From an optimization exercise on the open Yosys and OpenROAD flow, aimed at small area; shortcuts taken in it are not production practice.
At most, simulation tests tie the RTL to the original design; equivalence was not proved.
Power figures rest on the tool's default switching activity, not on a simulated workload.

Design driver_top, start of the top module:
module driver_top (
  input  logic        clock,
  input  logic        reset_i,
  input  logic        sclk_i,
  input  logic        mosi_i,
  input  logic        ss_n_i,
  input  logic        control_trigger_i,
  input  logic        latch_data_i,
  output logic [19:0] driver_io_o,
  output logic [19:0] driver_oeb_o,
  output logic        update_cycle_complete_o
);
export LEC_CHECK = 0
export CAP_MARGIN = 20
export CORE_MARGIN = 2
export CORE_UTILIZATION = 70
export SLEW_MARGIN = 20
export SYNTH_HIERARCHICAL = 1
export BUFFER_PORTS_ARGS = -buffer_cell sky130_fd_sc_hd__buf_1
export CTS_ARGS = -sink_clustering_enable -repair_clock_nets -sink_clustering_size 30 -sink_clustering_max_diameter 60 -buf_list sky130_fd_sc_hd__clkbuf_16 -dont_use_dummy_load
create_clock -name core_clock -period 4.0 [get_ports {clock}]
standard.sh (not shown) runs the stock make flow with config.mk's settings and CLKGATE_MAP_FILE= SYNTH_SCRIPT=/design/flow/synth_recipe.tcl, a recipe that flattens the netlist after the stock synthesis.
==> flow/flow/run.sh <==
#!/bin/bash
set -e
cat >> config.mk <<'EOF'
export BUFFER_PORTS_ARGS = -buffer_cell sky130_fd_sc_hd__buf_1
export CTS_ARGS = -sink_clustering_enable -repair_clock_nets -sink_clustering_size 30 -sink_clustering_max_diameter 60 -buf_list sky130_fd_sc_hd__clkbuf_16 -dont_use_dummy_load
EOF
bash standard.sh > standard.log 2>&1
The baseline produced a clean layout.
==> next run, changes <==
--- a/flow/design.v
+++ b/flow/design.v
@@ -71,14 +71,16 @@
   logic [5:0] w_x;
   logic [1:0] w_dat;
   logic       take;
   logic       word_in;
   logic       c_idx_ok;
   logic [1:0] c_typ;
+  logic [5:0] c_lm1;
   assign word_in  = frame_end && !w_valid && bit_cnt == 6'd32;
   assign c_idx_ok = c_idx < 4'd10;
+  assign c_lm1    = (c_x == 6'd0 || c_x > 6'd48) ? 6'd47 : c_x - 1'b1;
   always_comb begin
     c_typ = T_NONE;
     if (c_opc == 4'd1 && c_idx_ok && c_x < 6'd48)    c_typ = T_WR;
     if (c_opc == 4'd2 && c_idx_ok)                   c_typ = T_INV;
     if (c_opc == 4'd3)                               c_typ = T_LEN;
   end
@@ -92,13 +94,13 @@
     end
   end
   always_ff @(posedge clock) begin
     if (word_in) begin
       w_typ <= c_typ;
       w_idx <= c_idx;
-      w_x   <= c_x;
+      w_x   <= (c_opc == 4'd3) ? c_lm1 : c_x;
       w_dat <= c_d;
     end
   end
   logic       clear_active;
   logic [2:0] u_hi, u_lo;
   logic       play;
@@ -126,13 +128,13 @@
     end
   end
   always_ff @(posedge clock) begin
     if (reset_i) begin
       lm1 <= 6'd47;
     end else if (take) begin
-      if (w_typ == T_LEN) lm1 <= (w_x == 6'd0 || w_x > 6'd48) ? 6'd47 : w_x - 1'b1;
+      if (w_typ == T_LEN) lm1 <= w_x;
     end
   end
   always_ff @(posedge clock) begin
     for (int g = 0; g < 10; g++) begin
       if (reset_i || (take && w_typ == T_INV && w_idx == 4'(g))) inv[g] <= w_dat[0] & ~reset_i;
     end
@@ -231,14 +233,16 @@
   logic       q_odd;
   always_ff @(posedge clock) begin
     for (int h = 0; h < 6; h++) hi_sel_n[h] <= ev_hi != 3'(h);
     for (int l = 0; l < 4; l++) lo_sel_n[l] <= ev_lo != 2'(l);
     q_odd <= pos_lo[0];
   end
+  logic [23:0] sel_b;
   for (genvar r = 0; r < 24; r++) begin : g_sel
-    nor2 i_sel (.a (hi_sel_n[r / 4]), .b (lo_sel_n[r % 4]), .y (sel[r]));
+    nor2 i_sel_a (.a (hi_sel_n[r / 4]), .b (lo_sel_n[r % 4]), .y (sel[r]));
+    nor2 i_sel_b (.a (hi_sel_n[r / 4]), .b (lo_sel_n[r % 4]), .y (sel_b[r]));
   end
   logic       en;
   logic [9:0] k_rd, k_w, k_s, inv_e;
   logic [9:0] w_m, s_m;
   logic       w_at_pa, s_at_pa;
   logic [19:0] io_d, rd, pf;
@@ -256,15 +260,15 @@
     end
   end
   for (genvar l = 0; l < 20; l++) begin : g_lane
     logic [7:0] grp_n;
     for (genvar j = 0; j < 8; j++) begin : g_grp
       aoi222 i_aoi (
-        .a0 (sel[3*j]),   .b0 (ring[20*(6*j)     + l]),
-        .a1 (sel[3*j+1]), .b1 (ring[20*(6*j + 2) + l]),
-        .a2 (sel[3*j+2]), .b2 (ring[20*(6*j + 4) + l]),
+        .a0 (l < 10 ? sel[3*j]   : sel_b[3*j]),   .b0 (ring[20*(6*j)     + l]),
+        .a1 (l < 10 ? sel[3*j+1] : sel_b[3*j+1]), .b1 (ring[20*(6*j + 2) + l]),
+        .a2 (l < 10 ? sel[3*j+2] : sel_b[3*j+2]), .b2 (ring[20*(6*j + 4) + l]),
         .y  (grp_n[j])
       );
     end
     assign rd[l] = ~&grp_n;
     lane_out i_out (
       .rd    (q_odd ? pf[l] : rd[l]),
What happened: The new run passed the timing, design-rule and antenna checks. Via count came out higher by 1.0%. Wire length came out lower by about 3.4%. Final area hardly moves. Global-route usage came out lower by 1.0 points. Worst setup slack got worse by 0.020 ns. Die area came out higher by about 0.56%. First-iteration DRC count came out lower by 1.3%.
For the second run of this note, only the layout was checked, not whether the RTL still works.


== before ==
The RTL this note starts from:
==> flow/design.v <==
`default_nettype none
package driver_pkg;
  localparam int NUM_DRIVERS = 10;
  localparam int MEM_LENGTH  = 48;
  localparam int PIN_W       = 2;
endpackage
`default_nettype wire
`timescale 1ns/1ps
`default_nettype none
module driver_top (
  input  logic        clock,
  input  logic        reset_i,
  input  logic        sclk_i,
  input  logic        mosi_i,
  input  logic        ss_n_i,
  input  logic        control_trigger_i,
  input  logic        latch_data_i,
  output logic [19:0] driver_io_o,
  output logic [19:0] driver_oeb_o,
  output logic        update_cycle_complete_o
);
  logic ss_n_m, sclk_m, mosi_m, trig_m, latch_m;
  logic ss_n_s, sclk_s, mosi_s, trig_s, latch_s;
  logic sclk_prev, ss_n_prev, trig_prev, latch_prev;
  always_ff @(posedge clock) begin
    ss_n_m <= ss_n_i; sclk_m <= sclk_i; mosi_m <= mosi_i;
    trig_m <= control_trigger_i; latch_m <= latch_data_i;
    ss_n_s <= ss_n_m; sclk_s <= sclk_m; mosi_s <= mosi_m;
    latch_s <= latch_m;
    sclk_prev <= sclk_s; ss_n_prev <= ss_n_s;
    trig_prev <= trig_s; latch_prev <= latch_s;
  end
  always_ff @(posedge clock) begin
    if (reset_i) trig_s <= 1'b0;
    else         trig_s <= trig_m;
  end
  logic sclk_rise, frame_end, trig_rise, latch_rise;
  assign sclk_rise  = sclk_s & ~sclk_prev;
  assign frame_end  = ss_n_s & ~ss_n_prev;
  assign trig_rise  = trig_s & ~trig_prev;
  assign latch_rise = latch_s & ~latch_prev;
  logic [5:0] bit_cnt;       
  logic [7:0] c_oi;
  logic [5:0] c_x;
  logic [1:0] c_d;
  logic [3:0] c_opc, c_idx;
  always_ff @(posedge clock) begin
    if (reset_i || ss_n_s) begin
      bit_cnt <= '0;
    end else if (sclk_rise && !(bit_cnt[5] && bit_cnt[0])) begin
      bit_cnt <= bit_cnt + 1'b1;
    end
  end
  always_ff @(posedge clock) begin
    if (sclk_rise) begin
      if (bit_cnt[5:3] == 3'b000)
        c_oi <= {c_oi[6:0], mosi_s};
      if ((bit_cnt[5:3] == 3'b001 || (bit_cnt[5:3] == 3'b011 && c_opc == 4'd3)) &&
          (bit_cnt[2] || bit_cnt[1]))
        c_x <= {c_x[4:0], mosi_s};
      if (bit_cnt[5:1] == 5'b01111)
        c_d <= {c_d[0], mosi_s};
    end
  end
  assign c_opc = c_oi[7:4];
  assign c_idx = c_oi[3:0];
  localparam logic [1:0] T_NONE = 2'd0, T_WR = 2'd1, T_INV = 2'd2, T_LEN = 2'd3;
  logic       w_valid;
  logic [1:0] w_typ;
  logic [3:0] w_idx;
  logic [5:0] w_x;
  logic [1:0] w_dat;
  logic       take;
  logic       word_in;
  logic       c_idx_ok;
  logic [1:0] c_typ;
  assign word_in  = frame_end && !w_valid && bit_cnt[5] && !bit_cnt[0];
  assign c_idx_ok = c_idx < 4'd10;
  always_comb begin
    c_typ = T_NONE;
    if (c_opc == 4'd1 && c_idx_ok && c_x < 6'd48)    c_typ = T_WR;
    if (c_opc == 4'd2 && c_idx_ok)                   c_typ = T_INV;
    if (c_opc == 4'd3)                               c_typ = T_LEN;
  end
  always_ff @(posedge clock) begin
    if (reset_i) begin
      w_valid <= 1'b0;
    end else if (w_valid) begin
      if (take) w_valid <= 1'b0;
    end else if (word_in) begin
      w_valid <= 1'b1;
    end
  end
  always_ff @(posedge clock) begin
    if (word_in) begin
      w_typ <= c_typ;
      w_idx <= c_idx;
      w_x   <= c_x;
      w_dat <= c_d;
    end
  end
  logic       clear_active;
  logic [2:0] u_hi, u_lo;
  logic       play;
  logic [5:0] pa;            
  logic [5:0] lm1;           
  logic [9:0] inv;
  assign take = w_valid & ~clear_active & ~play;
  logic [2:0] u_hi_nx, u_lo_nx;
  always_comb begin
    u_lo_nx = u_lo + 1'b1;
    u_hi_nx = u_hi;
    if (u_lo == 3'd7) u_hi_nx = (u_hi == 3'd5) ? 3'd0 : u_hi + 1'b1;
    if (reset_i) begin
      u_lo_nx = '0;
      u_hi_nx = '0;
    end
  end
  always_ff @(posedge clock) begin
    u_hi <= u_hi_nx;
    u_lo <= u_lo_nx;
    if (reset_i) begin
      clear_active <= 1'b1;
    end else if (u_lo == 3'd7 && u_hi == 3'd5) begin
      clear_active <= 1'b0;
    end
  end
  always_ff @(posedge clock) begin
    if (reset_i) begin
      lm1 <= 6'd47;
    end else if (take) begin
      if (w_typ == T_LEN) lm1 <= (w_x == 6'd0 || w_x > 6'd48) ? 6'd47 : w_x - 1'b1;
    end
  end
  always_ff @(posedge clock) begin
    for (int g = 0; g < 10; g++) begin
      if (reset_i || (take && w_typ == T_INV && w_idx == 4'(g))) inv[g] <= w_dat[0] & ~reset_i;
    end
  end
  logic       play_nx, done_nx;
  logic [5:0] pa_nx;
  always_comb begin
    play_nx = play;
    pa_nx   = pa;
    done_nx = 1'b0;
    if (!play) begin
      if (trig_rise) play_nx = 1'b1;
    end else if (latch_rise) begin
      if (pa == lm1) begin
        play_nx = 1'b0;
        pa_nx   = '0;
        done_nx = 1'b1;
      end else begin
        pa_nx = pa + 1'b1;
      end
    end
    if (reset_i) begin
      play_nx = 1'b0;
      pa_nx   = '0;
      done_nx = 1'b0;
    end
  end
  always_ff @(posedge clock) begin
    play                    <= play_nx;
    pa                      <= pa_nx;
    update_cycle_complete_o <= done_nx;
  end
  logic       acc_wr, w_pend;
  logic       s_valid;
  logic [3:0] s_ch;
  logic [5:0] s_addr;
  logic [1:0] s_dat;
  logic       s_hit, s_load;
  logic       s_lag;         
  assign s_hit  = s_valid && s_addr == {u_hi, u_lo};
  assign s_load = (acc_wr | w_pend) & ~s_valid & ~s_lag;
  always_ff @(posedge clock) begin
    if (reset_i) begin
      acc_wr  <= 1'b0;
      w_pend  <= 1'b0;
      s_valid <= 1'b0;
      s_lag   <= 1'b0;
    end else begin
      acc_wr  <= take && w_typ == T_WR;
      w_pend  <= (acc_wr | w_pend) & ~s_load;
      s_valid <= s_load | (s_valid & ~s_hit);
      s_lag   <= s_hit;
    end
  end
  always_ff @(posedge clock) begin
    if (s_load) begin
      s_ch   <= w_idx;
      s_addr <= w_x;
      s_dat  <= w_dat;
    end
  end
  logic [959:0] ring;
  logic [19:0]  head;
  logic [9:0] head_we, head_keep;
  logic [1:0] head_dat;
  always_comb begin
    head_dat = clear_active ? 2'b00 : s_dat;
    for (int g = 0; g < 10; g++) head_we[g] = clear_active | (s_hit && s_ch == 4'(g));
    head_keep = ~head_we;
  end
  for (genvar l = 0; l < 20; l++) begin : g_head
    ao22 i_head (
      .a0 (head_we[l/2]),   .b0 (head_dat[l%2]),
      .a1 (head_keep[l/2]), .b1 (ring[l]),
      .y  (head[l])
    );
  end
  always_ff @(posedge clock) begin
    ring <= {head, ring[959:20]};
  end
  logic [3:0]  lo_diff;
  logic [2:0]  pos_lo;
  logic [3:0]  hi_diff;
  logic [2:0]  pos_hi;
  logic [2:0]  ev_hi;
  logic [1:0]  ev_lo;
  logic [23:0] sel;
  assign lo_diff = {1'b0, pa_nx[2:0]} - {1'b0, u_lo_nx};
  assign pos_lo  = lo_diff[2:0];
  assign hi_diff = {1'b0, pa_nx[5:3]} - {1'b0, u_hi_nx} - {3'b0, lo_diff[3]};
  assign pos_hi  = hi_diff[3] ? 3'(hi_diff + 4'd6) : hi_diff[2:0];
  assign ev_lo   = pos_lo[2:1] + {1'b0, pos_lo[0]};
  assign ev_hi   = (pos_lo == 3'd7) ? ((pos_hi == 3'd5) ? 3'd0 : pos_hi + 1'b1) : pos_hi;
  logic [5:0] hi_sel_n;
  logic [3:0] lo_sel_n;
  logic       q_odd, q_even;
  always_ff @(posedge clock) begin
    for (int h = 0; h < 6; h++) hi_sel_n[h] <= ev_hi != 3'(h);
    for (int l = 0; l < 4; l++) lo_sel_n[l] <= ev_lo != 2'(l);
    q_odd  <= pos_lo[0];
    q_even <= ~pos_lo[0];
  end
  logic [23:0] sel_b;
  for (genvar r = 0; r < 24; r++) begin : g_sel
    nor2 i_sel_a (.a (hi_sel_n[r / 4]), .b (lo_sel_n[r % 4]), .y (sel[r]));
    nor2 i_sel_b (.a (hi_sel_n[r / 4]), .b (lo_sel_n[r % 4]), .y (sel_b[r]));
  end
  logic       en;
  logic [9:0] k_rd, k_w, k_s, inv_e;
  logic [9:0] w_m, s_m;
  logic       w_at_pa, s_at_pa;
  logic [19:0] io_d, rd, pf;
  assign en      = play & ~reset_i;
  assign w_at_pa = w_pend & (w_x == pa);
  assign s_at_pa = (s_valid | s_lag) & (s_addr == pa);
  always_comb begin
    for (int g = 0; g < 10; g++) begin
      w_m[g]   = w_at_pa & (w_idx == 4'(g));
      s_m[g]   = s_at_pa & (s_ch == 4'(g));
      k_rd[g]  = en & ~w_m[g] & ~s_m[g];
      k_w[g]   = en & w_m[g];
      k_s[g]   = en & ~w_m[g] & s_m[g];
      inv_e[g] = en & inv[g];
    end
  end
  for (genvar l = 0; l < 20; l++) begin : g_lane
    logic [7:0] grp_n;
    for (genvar j = 0; j < 8; j++) begin : g_grp
      aoi222 i_aoi (
        .a0 (l < 10 ? sel[3*j]   : sel_b[3*j]),   .b0 (ring[20*(6*j)     + l]),
        .a1 (l < 10 ? sel[3*j+1] : sel_b[3*j+1]), .b1 (ring[20*(6*j + 2) + l]),
        .a2 (l < 10 ? sel[3*j+2] : sel_b[3*j+2]), .b2 (ring[20*(6*j + 4) + l]),
        .y  (grp_n[j])
      );
    end
    assign rd[l] = ~&grp_n;
    logic rd_q;
    ao22 i_rdq (.a0 (q_odd), .b0 (pf[l]), .a1 (q_even), .b1 (rd[l]), .y (rd_q));
    lane_out i_out (
      .rd    (rd_q),
      .k_rd  (k_rd[l/2]),
      .k_w   (k_w[l/2]),
      .w_d   (w_dat[l%2]),
      .k_s   (k_s[l/2]),
      .s_d   (s_dat[l%2]),
      .inv_e (inv_e[l/2]),
      .d     (io_d[l])
    );
  end
  always_ff @(posedge clock) begin
    pf <= rd;
  end
  logic oeb_q;
  always_ff @(posedge clock) begin
    driver_io_o <= io_d;
    oeb_q       <= ~en;
  end
  assign driver_oeb_o = {20{oeb_q}};
endmodule
module aoi222 (
  input  logic a0, b0, a1, b1, a2, b2,
  output logic y
);
  assign y = ~((a0 & b0) | (a1 & b1) | (a2 & b2));
endmodule
`default_nettype wire
module lane_out (
  input  logic rd,
  input  logic k_rd, k_w, w_d, k_s, s_d, inv_e,
  output logic d
);
  logic val_n;
  aoi222 i_sel (
    .a0 (k_rd), .b0 (rd),
    .a1 (k_w),  .b1 (w_d),
    .a2 (k_s),  .b2 (s_d),
    .y  (val_n)
  );
  assign d = ~(val_n ^ inv_e);
endmodule
module nor2 (
  input  logic a, b,
  output logic y
);
  assign y = ~(a | b);
endmodule
module ao22 (
  input  logic a0, b0, a1, b1,
  output logic y
);
  assign y = (a0 & b0) | (a1 & b1);
endmodule
clock: 4.0 ns
lec_check: 0
cap_margin: 20
core_margin: 2
core_utilization: 70
slew_margin: 20
synth_hierarchical: 1
buffer_ports_args: -buffer_cell sky130_fd_sc_hd__buf_1
cts_args: -sink_clustering_enable -repair_clock_nets -sink_clustering_size 30 -sink_clustering_max_diameter 60 -buf_list sky130_fd_sc_hd__clkbuf_16 -dont_use_dummy_load
Scripts as last shown in full above: flow/flow/run.sh
> inputs changed (before -> after)
-- flow/design.v --
<<< before, line 40
  assign trig_rise  = trig_s & ~trig_prev;
  assign latch_rise = latch_s & ~latch_prev;
  logic [5:0] bit_cnt;       
  logic [7:0] c_oi;
  logic [5:0] c_x;
>>> after, line 40
  assign trig_rise  = trig_s & ~trig_prev;
  assign latch_rise = latch_s & ~latch_prev;
  logic [5:0] bit_cnt;
  logic [7:0] c_oi;
  logic [5:0] c_x;
<<< before, line 48
    if (reset_i || ss_n_s) begin
      bit_cnt <= '0;
    end else if (sclk_rise && !(bit_cnt[5] && bit_cnt[0])) begin
      bit_cnt <= bit_cnt + 1'b1;
    end
>>> after, line 48
    if (reset_i || ss_n_s) begin
      bit_cnt <= '0;
    end else if (sclk_rise && bit_cnt != 6'd63) begin
      bit_cnt <= bit_cnt + 1'b1;
    end
<<< before, line 75
  logic       c_idx_ok;
  logic [1:0] c_typ;
  assign word_in  = frame_end && !w_valid && bit_cnt[5] && !bit_cnt[0];
  assign c_idx_ok = c_idx < 4'd10;
  always_comb begin
    c_typ = T_NONE;
>>> after, line 75
  logic       c_idx_ok;
  logic [1:0] c_typ;
  logic [5:0] c_lm1;
  assign word_in  = frame_end && !w_valid && bit_cnt == 6'd32;
  assign c_idx_ok = c_idx < 4'd10;
  assign c_lm1    = (c_x == 6'd0 || c_x > 6'd48) ? 6'd47 : c_x - 1'b1;
  always_comb begin
    c_typ = T_NONE;
<<< before, line 96
      w_typ <= c_typ;
      w_idx <= c_idx;
      w_x   <= c_x;
      w_dat <= c_d;
    end
>>> after, line 98
      w_typ <= c_typ;
      w_idx <= c_idx;
      w_x   <= (c_opc == 4'd3) ? c_lm1 : c_x;
      w_dat <= c_d;
    end
<<< before, line 130
      lm1 <= 6'd47;
    end else if (take) begin
      if (w_typ == T_LEN) lm1 <= (w_x == 6'd0 || w_x > 6'd48) ? 6'd47 : w_x - 1'b1;
    end
  end
>>> after, line 132
      lm1 <= 6'd47;
    end else if (take) begin
      if (w_typ == T_LEN) lm1 <= w_x;
    end
  end
<<< before, line 229
  logic [5:0] hi_sel_n;
  logic [3:0] lo_sel_n;
  logic       q_odd, q_even;
  always_ff @(posedge clock) begin
    for (int h = 0; h < 6; h++) hi_sel_n[h] <= ev_hi != 3'(h);
    for (int l = 0; l < 4; l++) lo_sel_n[l] <= ev_lo != 2'(l);
    q_odd  <= pos_lo[0];
    q_even <= ~pos_lo[0];
  end
  logic [23:0] sel_b;
  for (genvar r = 0; r < 24; r++) begin : g_sel
    nor2 i_sel_a (.a (hi_sel_n[r / 4]), .b (lo_sel_n[r % 4]), .y (sel[r]));
    nor2 i_sel_b (.a (hi_sel_n[r / 4]), .b (lo_sel_n[r % 4]), .y (sel_b[r]));
  end
  logic       en;
>>> after, line 231
  logic [5:0] hi_sel_n;
  logic [3:0] lo_sel_n;
  logic       q_odd;
  always_ff @(posedge clock) begin
    for (int h = 0; h < 6; h++) hi_sel_n[h] <= ev_hi != 3'(h);
    for (int l = 0; l < 4; l++) lo_sel_n[l] <= ev_lo != 2'(l);
    q_odd <= pos_lo[0];
  end
  for (genvar r = 0; r < 24; r++) begin : g_sel
    nor2 i_sel (.a (hi_sel_n[r / 4]), .b (lo_sel_n[r % 4]), .y (sel[r]));
  end
  logic       en;
<<< before, line 263
    for (genvar j = 0; j < 8; j++) begin : g_grp
      aoi222 i_aoi (
        .a0 (l < 10 ? sel[3*j]   : sel_b[3*j]),   .b0 (ring[20*(6*j)     + l]),
        .a1 (l < 10 ? sel[3*j+1] : sel_b[3*j+1]), .b1 (ring[20*(6*j + 2) + l]),
        .a2 (l < 10 ? sel[3*j+2] : sel_b[3*j+2]), .b2 (ring[20*(6*j + 4) + l]),
        .y  (grp_n[j])
      );
    end
    assign rd[l] = ~&grp_n;
    logic rd_q;
    ao22 i_rdq (.a0 (q_odd), .b0 (pf[l]), .a1 (q_even), .b1 (rd[l]), .y (rd_q));
    lane_out i_out (
      .rd    (rd_q),
      .k_rd  (k_rd[l/2]),
      .k_w   (k_w[l/2]),
>>> after, line 262
    for (genvar j = 0; j < 8; j++) begin : g_grp
      aoi222 i_aoi (
        .a0 (sel[3*j]),   .b0 (ring[20*(6*j)     + l]),
        .a1 (sel[3*j+1]), .b1 (ring[20*(6*j + 2) + l]),
        .a2 (sel[3*j+2]), .b2 (ring[20*(6*j + 4) + l]),
        .y  (grp_n[j])
      );
    end
    assign rd[l] = ~&grp_n;
    lane_out i_out (
      .rd    (q_odd ? pf[l] : rd[l]),
      .k_rd  (k_rd[l/2]),
      .k_w   (k_w[l/2]),
- On share of synthesized cell area in and, or, nand and nor gates, after tracks before almost exactly.
- Clock network fraction of total power of before is on par with after.
- after — wire length about 3.6% higher, before as reference
- Going from before to after, synthesized area stayed essentially flat, wire length of the first global-routing pass rose by about 1.5%, share of the final layout cell area in multi-input gates stayed essentially flat, area of the multi-input gates rose by 39 um2.

==> re-timing with driven ports <==
Ports are ideal in the flow. The routed layouts listed here were re-timed in OpenROAD. Step 1 sets driving cells, clkbuf_16 on the clock port and buf_2 on the other inputs (assumed; they add their load-dependent delay and slew). Step 2 adds t to the input delays and takes it off the output delays; t is the mean of the earliest and latest rising clock arrival at the registers after step 1. Input paths then give back, and output paths get back, about the clock's delay inside the block. a / b / c = ideal / step 1 / step 2; a / b = the first two.
| run | t (ns) | setup WS [ns] | clock arrival spread, ns | slew at the worst register clock pin (ns) |
|---|---|---|---|---|
| the first run of note 1 | 0.653 | 0.215 / 0.215 / 0.215 | 0.071 / 0.071 | 0.11 / 0.11 |
| the second run of note 1 | 0.643 | 0.195 / 0.195 / 0.167 | 0.065 / 0.065 | 0.11 / 0.11 |
| before | 0.649 | 0.248 / 0.248 / 0.122 | 0.071 / 0.071 | 0.11 / 0.11 |
| after | 0.647 | 0.193 / 0.192 / 0.072 | 0.064 / 0.065 | 0.11 / 0.11 |
After both steps every run listed still meets setup and hold. For before, which loses most, drivers alone change the setup slack by 0.000 ns; drivers and shift together by -0.126 ns.
